Context: an optimization exercise on an open-source flow, tuned for small area, a short achievable clock period and few clock cycles per item. The choices shown serve that exercise and are no tape-out recipe. The RTL was checked by simulation tests, not by an equivalence proof against the original design. Power figures rest on the tool's default switching activity, not on a simulated workload.

<file path="flow/design.v">
`default_nettype none
package oaie_pkg;
  localparam int unsigned FUNC_W   = 3;
  localparam int unsigned INDEX_W  = 5;
  localparam int unsigned VALUE_W  = 32;
  localparam int unsigned COUNT_W  = 5;
  localparam int unsigned STATUS_W = 2;
  typedef enum logic [FUNC_W-1:0] {
    FUNC_APPEND = 3'd0,
    FUNC_DROP   = 3'd1,
    FUNC_INSERT = 3'd2,
    FUNC_ERASE  = 3'd3,
    FUNC_READ   = 3'd4
  } func_e;
  typedef enum logic [STATUS_W-1:0] {
    ST_OK    = 2'd0,
    ST_RANGE = 2'd1,
    ST_FULL  = 2'd2
  } status_e;
  typedef struct packed {
    logic write;
    logic up;
    logic down;
    logic read;
  } cell_cmd_t;
endpackage
`default_nettype wire
`default_nettype none
module ordered_array_insert_erase #(
  parameter int unsigned CAPACITY   = 16,
  parameter int unsigned ELEM_WIDTH = 32
) (
  input  wire logic                                 clk_i,
  input  wire logic                                 rst_ni,
  input  wire logic                                 in_valid_i,
  output logic                                      in_stall_o,
  input  wire logic        [oaie_pkg::FUNC_W-1:0]   func_i,
  input  wire logic        [oaie_pkg::INDEX_W-1:0]  index_i,
  input  wire logic signed [oaie_pkg::VALUE_W-1:0]  value_i,
  output logic                                      out_valid_o,
  input  wire logic                                 out_stall_i,
  output logic signed      [oaie_pkg::VALUE_W-1:0]  read_value_o,
  output logic             [oaie_pkg::STATUS_W-1:0] status_o,
  output logic             [oaie_pkg::COUNT_W-1:0]  count_o,
  output logic                                      is_empty_o
);
  localparam int unsigned CW = oaie_pkg::COUNT_W;
  logic                  i_app_q, i_drop_q, i_ins_q, i_era_q, i_rd_q;    
  logic [CW-1:0]         i_idx_q;
  logic [CAPACITY-1:0]   i_le_q;       
  logic [ELEM_WIDTH-1:0] i_val_q;
  logic                  stall_q;      
  logic                  ex_q;         
  logic [CAPACITY-1:0]   r_oh_q;       
  logic [CW-1:0]         cnt_q;
  logic [ELEM_WIDTH-1:0] mem_q [CAPACITY];
  logic                  o_v_q;
  logic [31:0]           o_rv_q;
  logic [1:0]            o_st_q;
  logic [CW-1:0]         o_cnt_q;
  logic                  o_empty_q;
  logic                  s_v_q;
  logic [1:0]            s_st_q;
  logic                  s_rd_q;
  logic in_ld, o_free, i_v_d, s_v_d;
  logic [CAPACITY-1:0] at_in, at_i;
  assign in_stall_o = stall_q;
  assign in_ld      = in_valid_i & ~stall_q;
  assign o_free     = ~o_v_q | ~out_stall_i;
  assign i_v_d      = in_ld | stall_q;
  assign s_v_d      = o_free ? 1'b0 : (s_v_q | ex_q);
  for (genvar k = 0; k < CAPACITY; k++) begin : g_at
    assign at_in[k] = (index_i == CW'(k));
    if (k == 0) begin : g_0
      assign at_i[k] = i_le_q[k];
    end else begin : g_k
      assign at_i[k] = i_le_q[k] & ~i_le_q[k-1];
    end
  end
  always_ff @(posedge clk_i) begin
    if (!stall_q) begin
      i_app_q  <= (func_i == oaie_pkg::FUNC_APPEND);
      i_drop_q <= (func_i == oaie_pkg::FUNC_DROP);
      i_ins_q  <= (func_i == oaie_pkg::FUNC_INSERT);
      i_era_q  <= (func_i == oaie_pkg::FUNC_ERASE);
      i_rd_q   <= (func_i == oaie_pkg::FUNC_READ);
      i_idx_q  <= index_i;
      i_val_q  <= value_i;
      for (int k = 0; k < CAPACITY; k++) begin
        i_le_q[k] <= (index_i <= CW'(k));
      end
    end
    if (!s_v_d) begin
      r_oh_q <= stall_q ? at_i : at_in;
    end
  end
  logic full, empty;
  logic idx_gt_n, idx_ge_n;
  logic [1:0]    st_new;
  logic [CW-1:0] cnt_d, cnt_p1, cnt_m1;
  logic          inc, dec;
  assign full     = cnt_q[CW-1];         
  assign empty    = (cnt_q == '0);
  assign idx_gt_n = (i_idx_q > cnt_q);
  assign idx_ge_n = (i_idx_q >= cnt_q);
  assign cnt_p1 = cnt_q + 1'b1;
  assign cnt_m1 = cnt_q - 1'b1;
  assign inc    = ex_q & ~full & (i_app_q | (i_ins_q & ~idx_gt_n));
  assign dec    = ex_q & ((i_drop_q & ~empty) | (i_era_q & ~idx_ge_n));
  assign cnt_d  = inc ? cnt_p1 : dec ? cnt_m1 : cnt_q;
  always_comb begin
    st_new = oaie_pkg::ST_OK;
    if (i_app_q && full)                  st_new = oaie_pkg::ST_FULL;
    if (i_ins_q && idx_gt_n)              st_new = oaie_pkg::ST_RANGE;
    else if (i_ins_q && full)             st_new = oaie_pkg::ST_FULL;
    if ((i_era_q || i_rd_q) && idx_ge_n)  st_new = oaie_pkg::ST_RANGE;
  end
  logic g_ins, g_app, g_era;
  assign g_ins = ex_q & i_ins_q & ~full;
  assign g_app = ex_q & i_app_q;            
  assign g_era = ex_q & i_era_q;
  for (genvar k = 0; k < CAPACITY; k++) begin : g_cell
    localparam logic [ELEM_WIDTH-1:0] POL = {ELEM_WIDTH{k[0]}};
    logic wr, up, dn;
    assign wr = (g_ins & at_i[k]) | (g_app & (cnt_q == CW'(k)));
    if (k == 0) begin : g_up0
      assign up = 1'b0;
    end else begin : g_upk
      assign up = g_ins & i_le_q[k-1];
    end
    if (k == CAPACITY - 1) begin : g_dnl
      assign dn = 1'b0;                     
    end else begin : g_dnk
      assign dn = g_era & i_le_q[k];
    end
    logic [ELEM_WIDTH-1:0] src_l, src_r, nxt;
    if (k == 0) begin : g_first
      assign src_l = '0;
    end else begin : g_mid_l
      assign src_l = mem_q[k-1];
    end
    if (k == CAPACITY - 1) begin : g_last
      assign src_r = '0;
    end else begin : g_mid_r
      assign src_r = mem_q[k+1];
    end
    assign nxt = ~(({ELEM_WIDTH{wr}} & ~(i_val_q ^ POL)) |
                   ({ELEM_WIDTH{up}} & src_l) |
                   ({ELEM_WIDTH{dn}} & src_r));
    always_ff @(posedge clk_i) begin
      if (wr | up | dn) begin
        mem_q[k] <= nxt;
      end
    end
  end
  logic        rd_ok;
  logic [31:0] rv;
  assign rd_ok = s_v_q ? s_rd_q : (i_rd_q & ~idx_ge_n);
  always_comb begin
    rv = '0;
    for (int k = 0; k < CAPACITY; k++) begin
      rv = rv | ((mem_q[k] ^ {ELEM_WIDTH{k[0]}}) & {32{r_oh_q[k]}});
    end
  end
  always_ff @(posedge clk_i or negedge rst_ni) begin
    if (!rst_ni) begin
      stall_q <= 1'b0;
      ex_q    <= 1'b0;
      cnt_q   <= '0;
      o_v_q   <= 1'b0;
      s_v_q   <= 1'b0;
    end else begin
      stall_q <= i_v_d & s_v_d;
      ex_q    <= i_v_d & ~s_v_d;
      cnt_q   <= cnt_d;
      s_v_q   <= s_v_d;
      if (o_free) begin
        o_v_q <= s_v_q | ex_q;
      end
    end
  end
  always_ff @(posedge clk_i) begin
    if (o_free) begin
      o_rv_q    <= rd_ok ? rv : '0;
      o_st_q    <= s_v_q ? s_st_q : st_new;
      o_cnt_q   <= cnt_d;
      o_empty_q <= inc ? 1'b0 : dec ? (cnt_q == CW'(1)) : empty;
    end
    if (!o_free && ex_q) begin
      s_st_q <= st_new;
      s_rd_q <= i_rd_q & ~idx_ge_n;
    end
  end
  assign out_valid_o  = o_v_q;
  assign read_value_o = o_rv_q;
  assign status_o     = o_st_q;
  assign count_o      = o_cnt_q;
  assign is_empty_o   = o_empty_q;
endmodule
`default_nettype wire
</file>
<file path="flow/run.sh">
#!/bin/bash
# synth_recipe.tcl (not shown) runs the flow's synth.tcl, then flattens the netlist and writes it again
# the make line also repeats each setting of config.mk as NAME=value (left out here)
make -C /OpenROAD-flow-scripts/flow DESIGN_CONFIG=/design/flow/config.mk WORK_HOME=/design/flow/orfs CLKGATE_MAP_FILE= SYNTH_SCRIPT=/design/flow/synth_recipe.tcl finish
</file>
<file path="flow/config.mk">
export PLATFORM = sky130hd
export DESIGN_NAME = ordered_array_insert_erase
export DESIGN_NICKNAME = ordered_array_insert_erase
export VERILOG_FILES = /design/flow/design.v
export SDC_FILE = /design/flow/constraint.sdc
export NUM_CORES = 4
export LEC_CHECK = 0
export CAP_MARGIN = 20
export CORE_MARGIN = 2
export CORE_UTILIZATION = 50
export SETUP_SLACK_MARGIN = 2.7
export SLEW_MARGIN = 20
</file>
<file path="flow/constraint.sdc">
create_clock -name core_clock -period 5.0 [get_ports {clk_i}]
set_input_delay 1.0000 -clock core_clock [delete_from_list [all_inputs] [get_ports {clk_i}]]
set_output_delay 1.0000 -clock core_clock [all_outputs]
set_load 0.01 [all_outputs]
</file>
==> metrics.cfg, run 1 <==
[place]
dpl.hpwl_um=68690
gp_congestion=0.8950
placed_cells=2995
portBuffers=85

[floorplan]
dieArea_um2=63190
ios=86
initial_utilization_pct=50.60
die_x_um=251.4
num_rows=90
dieHeight_um=251.4
coreArea_um2=60470

[global_route]
grt_max_degree=42
grt_use_met1_pct=50.63
gr-total-overflow=0
use_met2_pct=55.39
antenna_found_initial=4
track_usage_pct=38.30
grt_use_met3_pct=12.59
grt_pass1_wl_um=175800
grt_pass1_vias=24921
grt-busiest-layer=met2

[timing]
clock.fmax_mhz=421.2
finalSetupTns_ns=0
report.final.slew_viol_count=0
slew_headroom_pct=41.23
setup-violations-final=0
min_period_over_period_pct=47.48
tightestPinTransition_ns=0.8815
rsz0062_at_grt=yes
skew_ns=0.02128
hold_violations=0
period_minus_slack_ns=2.374

[layout]
fin_util_pct=58.39
area_delta_synth_final_pct=15.41
layout_commonest_cell=edfxtp_1
drive_above_1_share_pct=18.40
instances_no_fill=3189
final_cell_mix=edfxtp_1 (629), nor2_1 (313), a222oi_1 (224)
final_nets=2401

[critical_path]
cp-end-kind=flip-flop
cp_data_required_time_ns=5.32
path_max_fanout=7
start_kind=flip-flop
reg2reg_to=mem_q[15][17]$_DFFE_PP_
rrSetupSlack_ns=2.63
rr_worst_depth=9
critPathArrivalTime_ns=2.70
crit_type=flip-flop to flip-flop
regToRegStartpoint=cnt_q[1]$_DFF_PN0_

[synth]
synthCells=2332
ys.flop_type=edfxtp_1
yosys_warnings=2
synth_area_um2=30600
async_flop_share_pct=1.411
synth.net_count=2387
avgSynthCellArea_um2=13.12
ys_seq_elements=638
ys_types=68
seq_area_frac_synth_pct=62.47
synth_edf_count=629

[drt]
via_count=25953
drt_wl_total_um=125300
drc=0
drt_first_pass_iters=13
via_per_inst=8.138
wl_per_cell_um=39.30
ant_nets=0
drt_iter0_drc=6073

[hold_path]
hp-start=s_st_q[0]$_DFFE_PP_
hold_path.class=flip-flop to flip-flop
hold_end=o_st_q[0]$_DFFE_PP_
hold_path_depth=2

[status]
status=finished clean

[clock_network]
cts_buffer_depth=3
hold_buffers=0
cts_sinks=638
clock_latency_ns=0.64
clk_pin_slew_worst_paths_ns=0.06
numCtsBuffers=71
htreeDepth=3
cts_tree=yes
clockRootBuffer=clkbuf_16

[flow_run]
cap_violations=0

[pwr]
p_per_area_nw_per_um2=418.8
peakVddDrop_uv=354.2
power.leakage_nw=10.40

==> sequential cells by signal, indices dropped and copies added (netlist names) <==
name and flops:
cnt_q 5, ex_q 1, i_app_q 1, i_drop_q 1, i_era_q 1, i_idx_q 5
i_ins_q 1, i_le_q 16, i_rd_q 1, i_val_q 32, mem_q 512, o_cnt_q 5
o_empty_q 1, o_rv_q 32, o_st_q 2, o_v_q 1, r_oh_q 16, s_rd_q 1
s_st_q 2, s_v_q 1, stall_q 1
==> kinds of logic (layout without fill, tap and decap cells) <==
| family | count (synthesis) | count (layout) | share of synthesized area, % |
|---|---|---|---|
| adders and majority gates | 11 | 11 | 0.4498 |
| other | 0 | 5 | 0 |
| xor gates and xnor gates | 3 | 3 | 0.1104 |
| and+or+nand+nor | 535 | 547 | 7.615 |
| buffers and inverters | 291 | 348 | 4.220 |
| DFF | 638 | 638 | 62.47 |
| muxes | 2 | 3 | 0.06952 |
| AOI/OAI and AO/OA | 852 | 852 | 25.06 |
==> critical path, cell delays in order (launching register included) <==
cell and delay [ns]:
dfrtp_1 0.38, buf_4 0.17, ha_2 0.24, inv_1 0.08
nor3_1 0.17, ha_1 0.20, a32o_2 0.29, or2_4 0.17
buf_12 0.17, buf_4 0.20
==> layout make-up <==
type | count | area (µm²)
inverters | 23 | 116.4
repair buffers | 196 | 2027
well taps | 782 | 978.4
flip-flops and latches | 638 | 19120
multi-input cells | 1416 | 10750
fillers | 4773 | 25160
clock buffers | 87 | 1922
diodes | 5 | 12.51
clock inverters | 42 | 376.6
==> metrics by stage <==
step	setup slack [ns]	area, µm²	hold slack (ns)	total power, mW
floorplan	2.709	30630	0.4963	8.036
global placement	1.651	31800	0.5144	9.069
detailed placement	1.538	31830	0.5297	9.110
CTS	2.613	34780	0.5439	14.44
global route	2.627	35300	0.5768	15.08
finish	2.626	35310	0.5368	14.79
==> how the worst max path moves through the flow <==
stage / to / depth (start not counted) / startpoint / slack (ns)
final: mem_q[15][17]$_DFFE_PP_ / 9 / cnt_q[1]$_DFF_PN0_ / 2.63
after global routing: mem_q[15][21]$_DFFE_PP_ / 9 / cnt_q[1]$_DFF_PN0_ / 2.63
after CTS: mem_q[3][17]$_DFFE_PP_ / 2 / i_era_q$_DFFE_PN_ / 2.61
after detailed placement: mem_q[15][9]$_DFFE_PP_ / 6 / ex_q$_DFF_PN0_ / 1.54
after global placement: mem_q[15][10]$_DFFE_PP_ / 6 / ex_q$_DFF_PN0_ / 1.65
after floorplan: mem_q[0][0]$_DFFE_PP_ / 6 / cnt_q[4]$_DFF_PN0_ / 2.71
==> layer usage <==
| layer | routed length, µm | vias to the layer above |
|---|---|---|
| met1 | 43610 | 12670 |
| li1 | - | 9996 |
| met2 | 53230 | 2715 |
| met5 | 0 | - |
| met3 | 20180 | 572 |
| met4 | 8315 | 0 |
==> what timing repair did <==
action | in CTS | in global routing
pin swaps | 12 | 15
endpoints found under the setup margin | 1110 | 553
gates resized for setup | 162 | 84
hold endpoints to repair | 0 | 0
gates cloned | 10 | 4
buffers inserted | 27 | 19
==> power breakdown <==
group | internal, mW | switching [mW] | total (mW)
combinational | 0.927 | 1.75 | 2.68
sequential | 6.37 | 0.412 | 6.79
clock | 3.09 | 2.23 | 5.32
==> Yosys cell counts, types with 26 or more instances <==
library cell	n	area share (%)
nand2_1	97	1.2
a31oi_1	26	0.53
o21ai_0	75	1.2
a21oi_1	47	0.77
nor2_1	315	3.9
a22oi_1	49	1.2
a222oi_1	224	7.3
and3_1	36	0.74
a221oi_2	85	4.2
edfxtp_1	629	62
clkbuf_1	168	2.1
buf_2	60	0.98
a221oi_1	184	5.3
o22ai_1	52	1.1
Testbench counts, summed over its fixed seeds: cycles 13,104, items 13,088.
==> inputs of run 2 (changes only) <==
--- a/flow/config.mk
+++ b/flow/config.mk
@@ -9,4 +9,6 @@
 export CORE_MARGIN = 2
 export CORE_UTILIZATION = 50
+export CTS_CLUSTER_DIAMETER = 100
+export CTS_CLUSTER_SIZE = 25
 export SETUP_SLACK_MARGIN = 2.7
 export SLEW_MARGIN = 20
==> metrics.cfg, run 2 <==
[pwr]
comb_power_share_pct=21.4
total_power_mw=12.46
clkPwrFrac_pct=24.2
sw_frac_of_total_pct=31.39
power.leakage_nw=9.659
power_frac_seq_pct=54.4
p_per_area_nw_per_um2=369.3
p_int_mw=8.547
p_sw_mw=3.911
peakVddDrop_uv=343.5

[synth]
avgSynthCellArea_um2=13.12
netlist_top_cells_count=edfxtp_1 (629), nor2_1 (315), a222oi_1 (224), a221oi_1 (184), clkbuf_1 (168)
synth_top_area_cell=edfxtp_1
synth_top_area_share_pct=61.73
async_flop_share_pct=1.411
synth_most_common_cell=edfxtp_1
synth_area_um2=30600
synth.net_count=2387
seq_area_frac_synth_pct=62.47
synth_edf_count=629
ys.flop_type=edfxtp_1
ys_types=68
yosys_warnings=2
ys_top_cells_by_area=edfxtp_1 (62%), a222oi_1 (7.3%), a221oi_1 (5.3%)
ys_seq_elements=638
synthCells=2332

[drt]
drt_first_pass_iters=14
drc=0
ant_nets=0
drt_wl_total_um=123300
via_per_inst=8.177
wl_per_cell_um=39.71
drt_iter0_drc=5817
via_count=25382

[clock_network]
hold_buffers=0
htreeDepth=1
cts_sinks=638
cts_buffer_depth=3
clk_pin_slew_worst_paths_ns=0.10
clock_latency_ns=0.65
numCtsBuffers=30
clockRootBuffer=clkbuf_16
cts_tree=yes

[timing]
hold_violations=0
finalSetupTns_ns=0
setup-violations-final=0
rsz0062_at_grt=yes
tightestPinTransition_ns=0.9935
clock.fmax_mhz=424.4
report.final.slew_viol_count=0
skew_ns=0.02634
slew_headroom_pct=33.77
period_minus_slack_ns=2.356
min_period_over_period_pct=47.13
holdWs_ns=0.5486

[global_route]
track_usage_pct=37.47
grt_pass1_vias=24312
antenna_found_initial=2
grt_max_degree=42
grt_pass1_wl_um=173200
gr-total-overflow=0

[critical_path]
cp-endpoint=o_rv_q[4]$_SDFFCE_PN0P_
crit_chain=inv_4, buf_4, o22ai_1, a2111oi_0, a31oi_2
crit_type=flip-flop to flip-flop
cp_data_required_time_ns=5.35
start_kind=flip-flop
cpPeakStageDelay_ns=0.57
rr_worst_depth=5
regToRegStartpoint=r_oh_q[15]$_DFFE_PN_
path_max_fanout=17
rrSetupSlack_ns=2.64
reg2reg_to=o_rv_q[4]$_SDFFCE_PN0P_
setup.worst_path.start=r_oh_q[15]$_DFFE_PN_
critPathArrivalTime_ns=2.71
slowest_stage=a2111oi_0
cp-end-kind=flip-flop

[layout]
top_regs=mem_q: 512 flops, i_val_q: 32 flops, o_rv_q: 32 flops
layout_commonest_cell=edfxtp_1
area_delta_synth_final_pct=10.26
final_nets=2358
regMostFlops=mem_q
fin_util_pct=55.79
final_cell_mix=edfxtp_1 (629), nor2_1 (314), a222oi_1 (224)
drive_above_1_share_pct=16.47
largest_reg_flops=512

[floorplan]
die_x_um=251.4
dieHeight_um=251.4
ios=86
dieArea_um2=63190
num_rows=90
initial_utilization_pct=50.60
coreArea_um2=60470

[place]
gp_congestion=0.8950
dpl.hpwl_um=68690
portBuffers=85

[flow_run]
cap_violations=0

[status]
status=finished clean

[hold_path]
hold_path.class=flip-flop to flip-flop

==> run 2: how the worst min path moves through the flow <==
stage | from | end | slack (ns) | depth (start not counted)
floorplan | s_st_q[0]$_DFFE_PP_ | o_st_q[0]$_DFFE_PP_ | 0.50 | 2
global placement | s_st_q[0]$_DFFE_PP_ | o_st_q[0]$_DFFE_PP_ | 0.51 | 2
detailed placement | s_st_q[0]$_DFFE_PP_ | o_st_q[0]$_DFFE_PP_ | 0.53 | 2
CTS | s_st_q[0]$_DFFE_PP_ | o_st_q[0]$_DFFE_PP_ | 0.55 | 2
global route | s_st_q[1]$_DFFE_PP_ | o_st_q[1]$_DFFE_PP_ | 0.58 | 1
finish | s_st_q[0]$_DFFE_PP_ | o_st_q[0]$_DFFE_PP_ | 0.55 | 2
==> run 2: stage by stage <==
stage               instance area (µm²)  setup slack [ns]  instances
floorplan                         30630             2.709       2332
finish                            33730             2.644       3104
global placement                  31800             1.651       2994
detailed placement                31830             1.538       2995
global route                      33730             2.644       3101
CTS                               33350             2.578       3080
==> run 2: timing repair <==
item | CTS | global route
cloned | 9 | 5
buffers inserted | 28 | 16
hold endpoints to repair | 0 | 0
pin swaps | 10 | 14
resized for setup | 206 | 48
setup endpoints to repair | 1111 | 588
==> run 2: cells by family after synthesis <==
group | after synthesis | share of synthesized area (%)
DFF | 638 | 62.47
and+or+nand+nor | 535 | 7.615
muxes | 2 | 0.06952
AOI/OAI and AO/OA | 852 | 25.06
buffers and inverters | 291 | 4.220
adders and majority gates | 11 | 0.4498
xor gates and xnor gates | 3 | 0.1104
==> run 2: layout make-up <==
cell class                 instances  area, µm²
tap                              782      978.4
clock inverter                     5      96.34
inverter                          23      115.1
clock buffer                      43      820.8
fill                            4922      26740
antenna                            3      7.507
multi-input combinational       1416      10730
sequential                       638      19120
timing repair buffer             194       1868
==> run 2: layer usage <==
| metal | vias up | global-route usage, % | wire length [µm] |
|---|---|---|---|
| met5 | - | 0 | 0 |
| met4 | 0 | 19.00 | 7448 |
| met3 | 466 | 10.01 | 19730 |
| met2 | 2628 | 55.78 | 53180 |
| met1 | 12446 | 50.76 | 42900 |
| li1 | 9842 | - | - |
==> run 2: worst max-delay path, delay by kind of cell (launching register included) <==
kind,cells,cell delay [ns]
AO/OA/AOI/OAI,3,0.94
flip-flops,1,0.44
buffers and inverters,2,0.69
==> run 2: power groups by stage <==
stage	sequential, mW	combinational [mW]	clock (mW)
2_1_floorplan	6.71	1.33	0
4_1_cts	6.75	2.38	3.03
6_report	6.77	2.67	3.02
3_3_place_gp	6.89	2.18	0
3_5_place_dp	6.90	2.21	0
5_1_grt	6.80	2.73	3.18
==> inputs of run 3 (changes only) <==
--- a/flow/config.mk
+++ b/flow/config.mk
@@ -8,5 +8,5 @@
 export CAP_MARGIN = 20
 export CORE_MARGIN = 2
-export CORE_UTILIZATION = 50
+export CORE_UTILIZATION = 60
 export CTS_CLUSTER_DIAMETER = 100
 export CTS_CLUSTER_SIZE = 25
==> metrics.cfg, run 3 <==
[status]
status=finished clean

[timing]
skew_ns=0.03884
slew_headroom_pct=44.19
holdWs_ns=0.5519
finalSetupTns_ns=0
period_minus_slack_ns=2.321
report.final.slew_viol_count=0
clock.fmax_mhz=430.9
hold_violations=0
setup-violations-final=0
rsz0062_at_grt=yes
tightestPinTransition_ns=0.8372
min_period_over_period_pct=46.42

[critical_path]
setup.worst_path.start=ex_q$_DFF_PN0_
cp.depth=5
path_delay_family=simple AND/OR/NAND/NOR gates
cp_data_required_time_ns=5.39
slowest_stage=dfrtp_4
crit_chain=and2b_4, and3_2, buf_8, or3_4, buf_4
start_kind=flip-flop
cpPeakStageDelay_ns=0.57
crit_type=flip-flop to flip-flop
critPathArrivalTime_ns=2.72
regToRegStartpoint=ex_q$_DFF_PN0_
path_max_fanout=34
cp-end-kind=flip-flop
rr_worst_depth=5
crit_buf_inv=2

[floorplan]
num_rows=82
ios=86
coreArea_um2=50270
initial_utilization_pct=60.86
dieArea_um2=52810
dieHeight_um=229.8
die_x_um=229.8

[clock_network]
numCtsBuffers=29
cts_sinks=638
htreeDepth=1
hold_buffers=0
cts_buffer_depth=3
clk_pin_slew_worst_paths_ns=0.10
clock_latency_ns=0.67
cts_tree=yes
clockRootBuffer=clkbuf_16

[synth]
synth_edf_count=629
synth_top_area_share_pct=61.73
ys_top_cells_by_area=edfxtp_1 (62%), a222oi_1 (7.3%), a221oi_1 (5.3%)
synthCells=2332
ys_seq_elements=638
async_flop_share_pct=1.411
synth_top_area_cell=edfxtp_1
synth_top_family_by_area=compound AO/OA/AOI/OAI gates
synth.net_count=2387
synth_area_um2=30600
synth_most_common_cell=edfxtp_1
yosys_warnings=2
synth_xor_area_share_pct=0.1104
ys.flop_type=edfxtp_1
netlist_top_cells_count=edfxtp_1 (629), nor2_1 (315), a222oi_1 (224), a221oi_1 (184), clkbuf_1 (168)
avgSynthCellArea_um2=13.12
seq_area_frac_synth_pct=62.47
synth_compound_area_share_pct=25.06
synthAdderAreaFrac_pct=0.4498
ys_types=68
synthSimpleGateAreaFrac_pct=7.615
synthMuxAreaShare_pct=0.06952

[layout]
largest_reg_flops=512
layout_commonest_cell=edfxtp_1
final_cell_mix=edfxtp_1 (629), nor2_1 (312), a222oi_1 (224)
regMostFlops=mem_q
n_fill_cell=3645
area_delta_synth_final_pct=10.99
drive_above_1_share_pct=18.05
top_regs=mem_q: 512 flops, i_val_q: 32 flops, o_rv_q: 32 flops
final_nets=2397
instances_no_fill=3020

[hold_path]
hold_path_depth=2
hold_path.class=flip-flop to flip-flop
hp-start=s_st_q[0]$_DFFE_PP_

[drt]
drt_iter0_drc=7000
via_count=26594
drt_wl_total_um=126300
via_per_inst=8.806
wl_per_cell_um=41.83
drc=0
drt_first_pass_iters=15
ant_nets=0

[pwr]
total_power_mw=12.37
comb_power_share_pct=22.6
p_int_mw=8.445
power_frac_seq_pct=54.7
clkPwrFrac_pct=22.8
power.leakage_nw=9.885
p_sw_mw=3.928
p_per_area_nw_per_um2=364.4
peakVddDrop_uv=304.9
sw_frac_of_total_pct=31.75

[place]
placed_cells=2899
dpl.hpwl_um=66710
portBuffers=85
gp_congestion=0.9298

[global_route]
gr-total-overflow=0
grt_pass1_vias=25453
track_usage_pct=46.72
grt_pass1_wl_um=178200
antenna_found_initial=1
grt_max_degree=39

[flow_run]
cap_violations=0

run 3: worst min-delay path: cells and delay by family (launching register included):
kind / cells / cell delay [ns]
compound gates: 1 / 0.07
simple gates: 1 / 0.04
flops: 1 / 0.34
run 3: path summary, 6_finish.rpt:
kind	to	slack, ns
min in group asynchronous	stall_q$_DFF_PN0_	0.69
hold / removal	o_st_q[0]$_DFFE_PP_	0.55
setup reg to reg	mem_q[1][21]$_DFFE_PP_	2.68
max in group asynchronous	ex_q$_DFF_PN0_	3.93
hold reg to reg	o_st_q[0]$_DFFE_PP_	0.55
setup / recovery	mem_q[1][21]$_DFFE_PP_	2.68
run 3: logic make-up after synthesis:
group | Yosys count
XOR/XNOR | 3
flip-flops | 638
AND/OR/NAND/NOR | 535
adder cells (fa/ha/maj) | 11
multiplexers | 2
buffers and inverters | 291
AO/OA/AOI/OAI | 852
run 3: stage by stage:
| step | instance area (µm²) | util, % | setup WS [ns] |
|---|---|---|---|
| 2_1_floorplan | 30630 | - | 2.709 |
| 3_3_place_gp | 31760 | 63.17 | 1.579 |
| 3_5_place_dp | 31810 | 63.27 | 1.484 |
| 4_1_cts | 33430 | 66.50 | 2.663 |
| 5_1_grt | 33950 | 67.53 | 2.667 |
| 6_report | 33960 | 67.55 | 2.679 |
run 3: final cells by class:
| class | count | area, µm² | share of cell area [%] |
|---|---|---|---|
| sequential | 638 | 19120 | 56.32 |
| tap | 672 | 840.8 | 2.476 |
| inverter | 23 | 115.1 | 0.3390 |
| clock inverter | 3 | 47.55 | 0.1400 |
| timing repair buffer | 236 | 2395 | 7.052 |
| clock buffer | 30 | 729.5 | 2.148 |
| multi-input combinational | 1414 | 10700 | 31.50 |
| antenna | 4 | 10.01 | 0.02948 |
run 3: power by group through the flow:
stage          registers, mW  logic, mW  clock network [mW]
4_1_cts                 6.75       2.42                2.77
3_5_place_dp            6.92       2.21                   0
3_3_place_gp            6.92       2.17                   0
2_1_floorplan           6.71       1.33                   0
6_report                6.77       2.79                2.81
5_1_grt                 6.79       2.83                2.95
run 3: repair_timing:
item | CTS | global route
resized for setup | 193 | 62
pin swaps | 16 | 14
setup endpoints to repair | 1166 | 579
setup buffers | 36 | 37
cloned | 11 | 0
run 3: per-layer routing:
layer  global-route usage, %  part of all wire (%)  wire length, µm
met1                   60.74                    32            39850
met2                   66.35                    41            52140
met3                   17.39                    19            24030
met4                   29.35                   8.2            10300
met5                  0.5515                 0.015               19
==> inputs of run 4 (changes only) <==
--- a/flow/config.mk
+++ b/flow/config.mk
@@ -8,7 +8,7 @@
 export CAP_MARGIN = 20
 export CORE_MARGIN = 2
-export CORE_UTILIZATION = 60
-export CTS_CLUSTER_DIAMETER = 100
-export CTS_CLUSTER_SIZE = 25
+export CORE_UTILIZATION = 50
+export CTS_CLUSTER_DIAMETER = 80
+export CTS_CLUSTER_SIZE = 20
 export SETUP_SLACK_MARGIN = 2.7
 export SLEW_MARGIN = 20
==> metrics.cfg, run 4 <==
[layout]
final_nets=2371
final_cell_mix=edfxtp_1 (629), nor2_1 (313), a222oi_1 (224)
layout_commonest_cell=edfxtp_1
drive_above_1_share_pct=16.56
n_fill_cell=4881
multi_input_area_um2=10740
top_regs=mem_q: 512 flops, i_val_q: 32 flops, o_rv_q: 32 flops
largest_reg_flops=512
area_delta_synth_final_pct=11.79
regMostFlops=mem_q
regArea_um2=19120

[timing]
skew_ns=0.01858
report.final.slew_viol_count=0
period_minus_slack_ns=2.332
min_period_over_period_pct=46.64
clock.fmax_mhz=428.8
finalWorstSetupSlack_ns=2.668
rsz0062_at_grt=yes
hold_violations=0
tightestPinTransition_ns=0.9733
finalSetupTns_ns=0
setup-violations-final=0
slew_headroom_pct=35.11

[place]
gp_congestion=0.8950
dpl_worst_slack_ns=1.538
portBuffers=85
dpl.hpwl_um=68690

[critical_path]
crit_type=flip-flop to flip-flop
rrSetupSlack_ns=2.67
slowest_stage=a2111oi_0
path_max_fanout=32
rr_worst_depth=6
regToRegStartpoint=r_oh_q[2]$_DFFE_PN_
start_kind=flip-flop
critPathArrivalTime_ns=2.66
crit_chain=buf_4, nand2_1, o21ai_0, a221o_1, a2111oi_0, a41oi_2
cpPeakStageDelay_ns=0.59
cp_data_required_time_ns=5.33
cp-end-kind=flip-flop
reg2reg_to=o_rv_q[24]$_SDFFCE_PN0P_

[status]
status=finished clean

[clock_network]
clk_pin_slew_worst_paths_ns=0.09
cts_sinks=638
cts_buffer_depth=3
clock_latency_ns=0.60
clockRootBuffer=clkbuf_16
cts_tree=yes
htreeDepth=2
numCtsBuffers=39

[synth]
synth_top_area_share_pct=61.73
synth_edf_count=629
ys_top_cells_by_area=edfxtp_1 (62%), a222oi_1 (7.3%), a221oi_1 (5.3%)
async_flop_share_pct=1.411
ys_types=68
netlist_top_cells_count=edfxtp_1 (629), nor2_1 (315), a222oi_1 (224), a221oi_1 (184), clkbuf_1 (168)
yosys_warnings=2
ys_seq_elements=638
avgSynthCellArea_um2=13.12
seq_area_frac_synth_pct=62.47
synthCells=2332
synth_most_common_cell=edfxtp_1
ys.flop_type=edfxtp_1
synth_top_area_cell=edfxtp_1
synth_area_um2=30600
synth.net_count=2387

[floorplan]
die_x_um=251.4
coreArea_um2=60470
initial_utilization_pct=50.60
dieArea_um2=63190
dieHeight_um=251.4
ios=86
num_rows=90

[hold_path]
hold_path.class=flip-flop to flip-flop
hold_end=o_st_q[0]$_DFFE_PP_
hp-start=s_st_q[0]$_DFFE_PP_
hold_path_depth=2

[drt]
drt_iter0_drc=6074
drc=0
drt_first_pass_iters=14
via_per_inst=8.205
drt_wl_total_um=124500
ant_nets=0
wl_per_cell_um=39.97
via_count=25550

[pwr]
total_power_mw=12.86
power.leakage_nw=9.870
p_per_area_nw_per_um2=376.0
peakVddDrop_uv=224.5

[global_route]
grt_pass1_vias=24494
grt_max_degree=42
grt_pass1_wl_um=173900
track_usage_pct=37.81
antenna_found_initial=3
gr-total-overflow=0

[flow_run]
cap_violations=0

run 4: report_power, final:
group / switching (mW) / total (mW) / internal, mW / leakage [nW]
combinational: 1.75 / 2.68 / 0.934 / 4.08
sequential: 0.409 / 6.77 / 6.36 / 5.24
clock: 1.87 / 3.41 / 1.53 / 0.545
run 4: repair_timing:
item,in CTS,in global routing
gates cloned,9,6
setup buffers,31,16
resized for setup,155,64
pin swaps,11,18
hold buffers,0,0
endpoints found under the setup margin,1110,591
run 4: stage by stage:
stage | hold WS [ns] | cells | utilization, % | area, µm²
5_1_grt | 0.5800 | 3113 | 56.55 | 34200
4_1_cts | 0.5495 | 3091 | 55.66 | 33660
6_report | 0.5519 | 3114 | 56.56 | 34200
3_3_place_gp | 0.5144 | 2994 | 52.58 | 31800
3_5_place_dp | 0.5297 | 2995 | 52.63 | 31830
2_1_floorplan | 0.4963 | 2332 | - | 30630
run 4: layout make-up:
| cell class | instances | share of cell area [%] |
|---|---|---|
| clock inverters | 6 | 0.1427 |
| inverters | 23 | 0.3366 |
| flip-flops and latches | 638 | 55.90 |
| well taps | 782 | 2.861 |
| diodes | 1 | 0.007317 |
| multi-input cells | 1416 | 31.39 |
| repair buffers | 198 | 6.201 |
| clock buffers | 50 | 3.157 |
run 4: logic make-up (layout without fill, tap and decap cells):
kind of cell	Yosys count	in the layout	synth area share [%]
buffers and inverters	291	277	4.220
AND/OR/NAND/NOR	535	547	7.615
adder cells (fa/ha/maj)	11	11	0.4498
flip-flops	638	638	62.47
multiplexers	2	3	0.06952
XOR/XNOR	3	3	0.1104
other	0	1	0
AO/OA/AOI/OAI	852	852	25.06
run 4: routing by layer:
layer | wire length [µm] | GRT usage, % | up-vias | part of all wire [%]
met1 | 43740 | 50.97 | 12509 | 35
met2 | 53390 | 55.32 | 2641 | 43
met3 | 19640 | 10.74 | 515 | 16
met4 | 7639 | 20.82 | 4 | 6.1
met5 | 75 | 0 | - | 0.060
li1 | - | - | 9881 | -
run 4: worst max path at each step:
stage / startpoint / to / slack [ns] / cells past startpoint
CTS: ex_q$_DFF_PN0_ / mem_q[5][10]$_DFFE_PP_ / 2.56 / 3
finish: r_oh_q[2]$_DFFE_PN_ / o_rv_q[24]$_SDFFCE_PN0P_ / 2.67 / 6
detailed placement: ex_q$_DFF_PN0_ / mem_q[15][9]$_DFFE_PP_ / 1.54 / 6
floorplan: cnt_q[4]$_DFF_PN0_ / mem_q[0][0]$_DFFE_PP_ / 2.71 / 6
global route: cnt_q[1]$_DFF_PN0_ / mem_q[15][28]$_DFFE_PP_ / 2.67 / 9
global placement: ex_q$_DFF_PN0_ / mem_q[15][10]$_DFFE_PP_ / 1.65 / 6
run 4: worst max-delay path: cells and delay by family (launching register included):
| family | cells | cell delay, ns |
|---|---|---|
| AOI/OAI and AO/OA | 4 | 1.18 |
| buffers and inverters | 1 | 0.35 |
| DFF | 1 | 0.36 |
| and+or+nand+nor | 1 | 0.15 |

==> port drivers added, routing unchanged <==
Ports are ideal in the flow. The routed layouts listed here were re-timed in OpenROAD. Step 1 assumes that a clkbuf_16 drives the clock port and a buf_2 every other input. Step 2 moves the port delays by t, midway between the first and last clock arrival at a register: inputs arrive t later, outputs are due t later. That takes back most of the time a late clock gives input paths. Three values: ideal, step 1, step 2; two values: the first two.
run	shift t [ns]	slack for setup (ns)	worst setup path after step 2	worst register clock-pin slew, ns	worst slew at a driven data input, ns
run 1	0.683	2.626 / 2.626 / 2.274	input to register	0.07 / 0.07	0.03
run 2	0.703	2.644 / 2.643 / 2.274	input to register	0.11 / 0.11	0.03
run 3	0.712	2.679 / 2.627 / 2.135	input to register	0.11 / 0.11	0.04
run 4	0.663	2.668 / 2.654 / 2.287	input to register	0.10 / 0.10	0.03
After both steps every run listed still meets setup and hold. The setup slack of run 3, which loses most, moves by -0.052 ns with the drivers and by -0.544 ns with both steps.
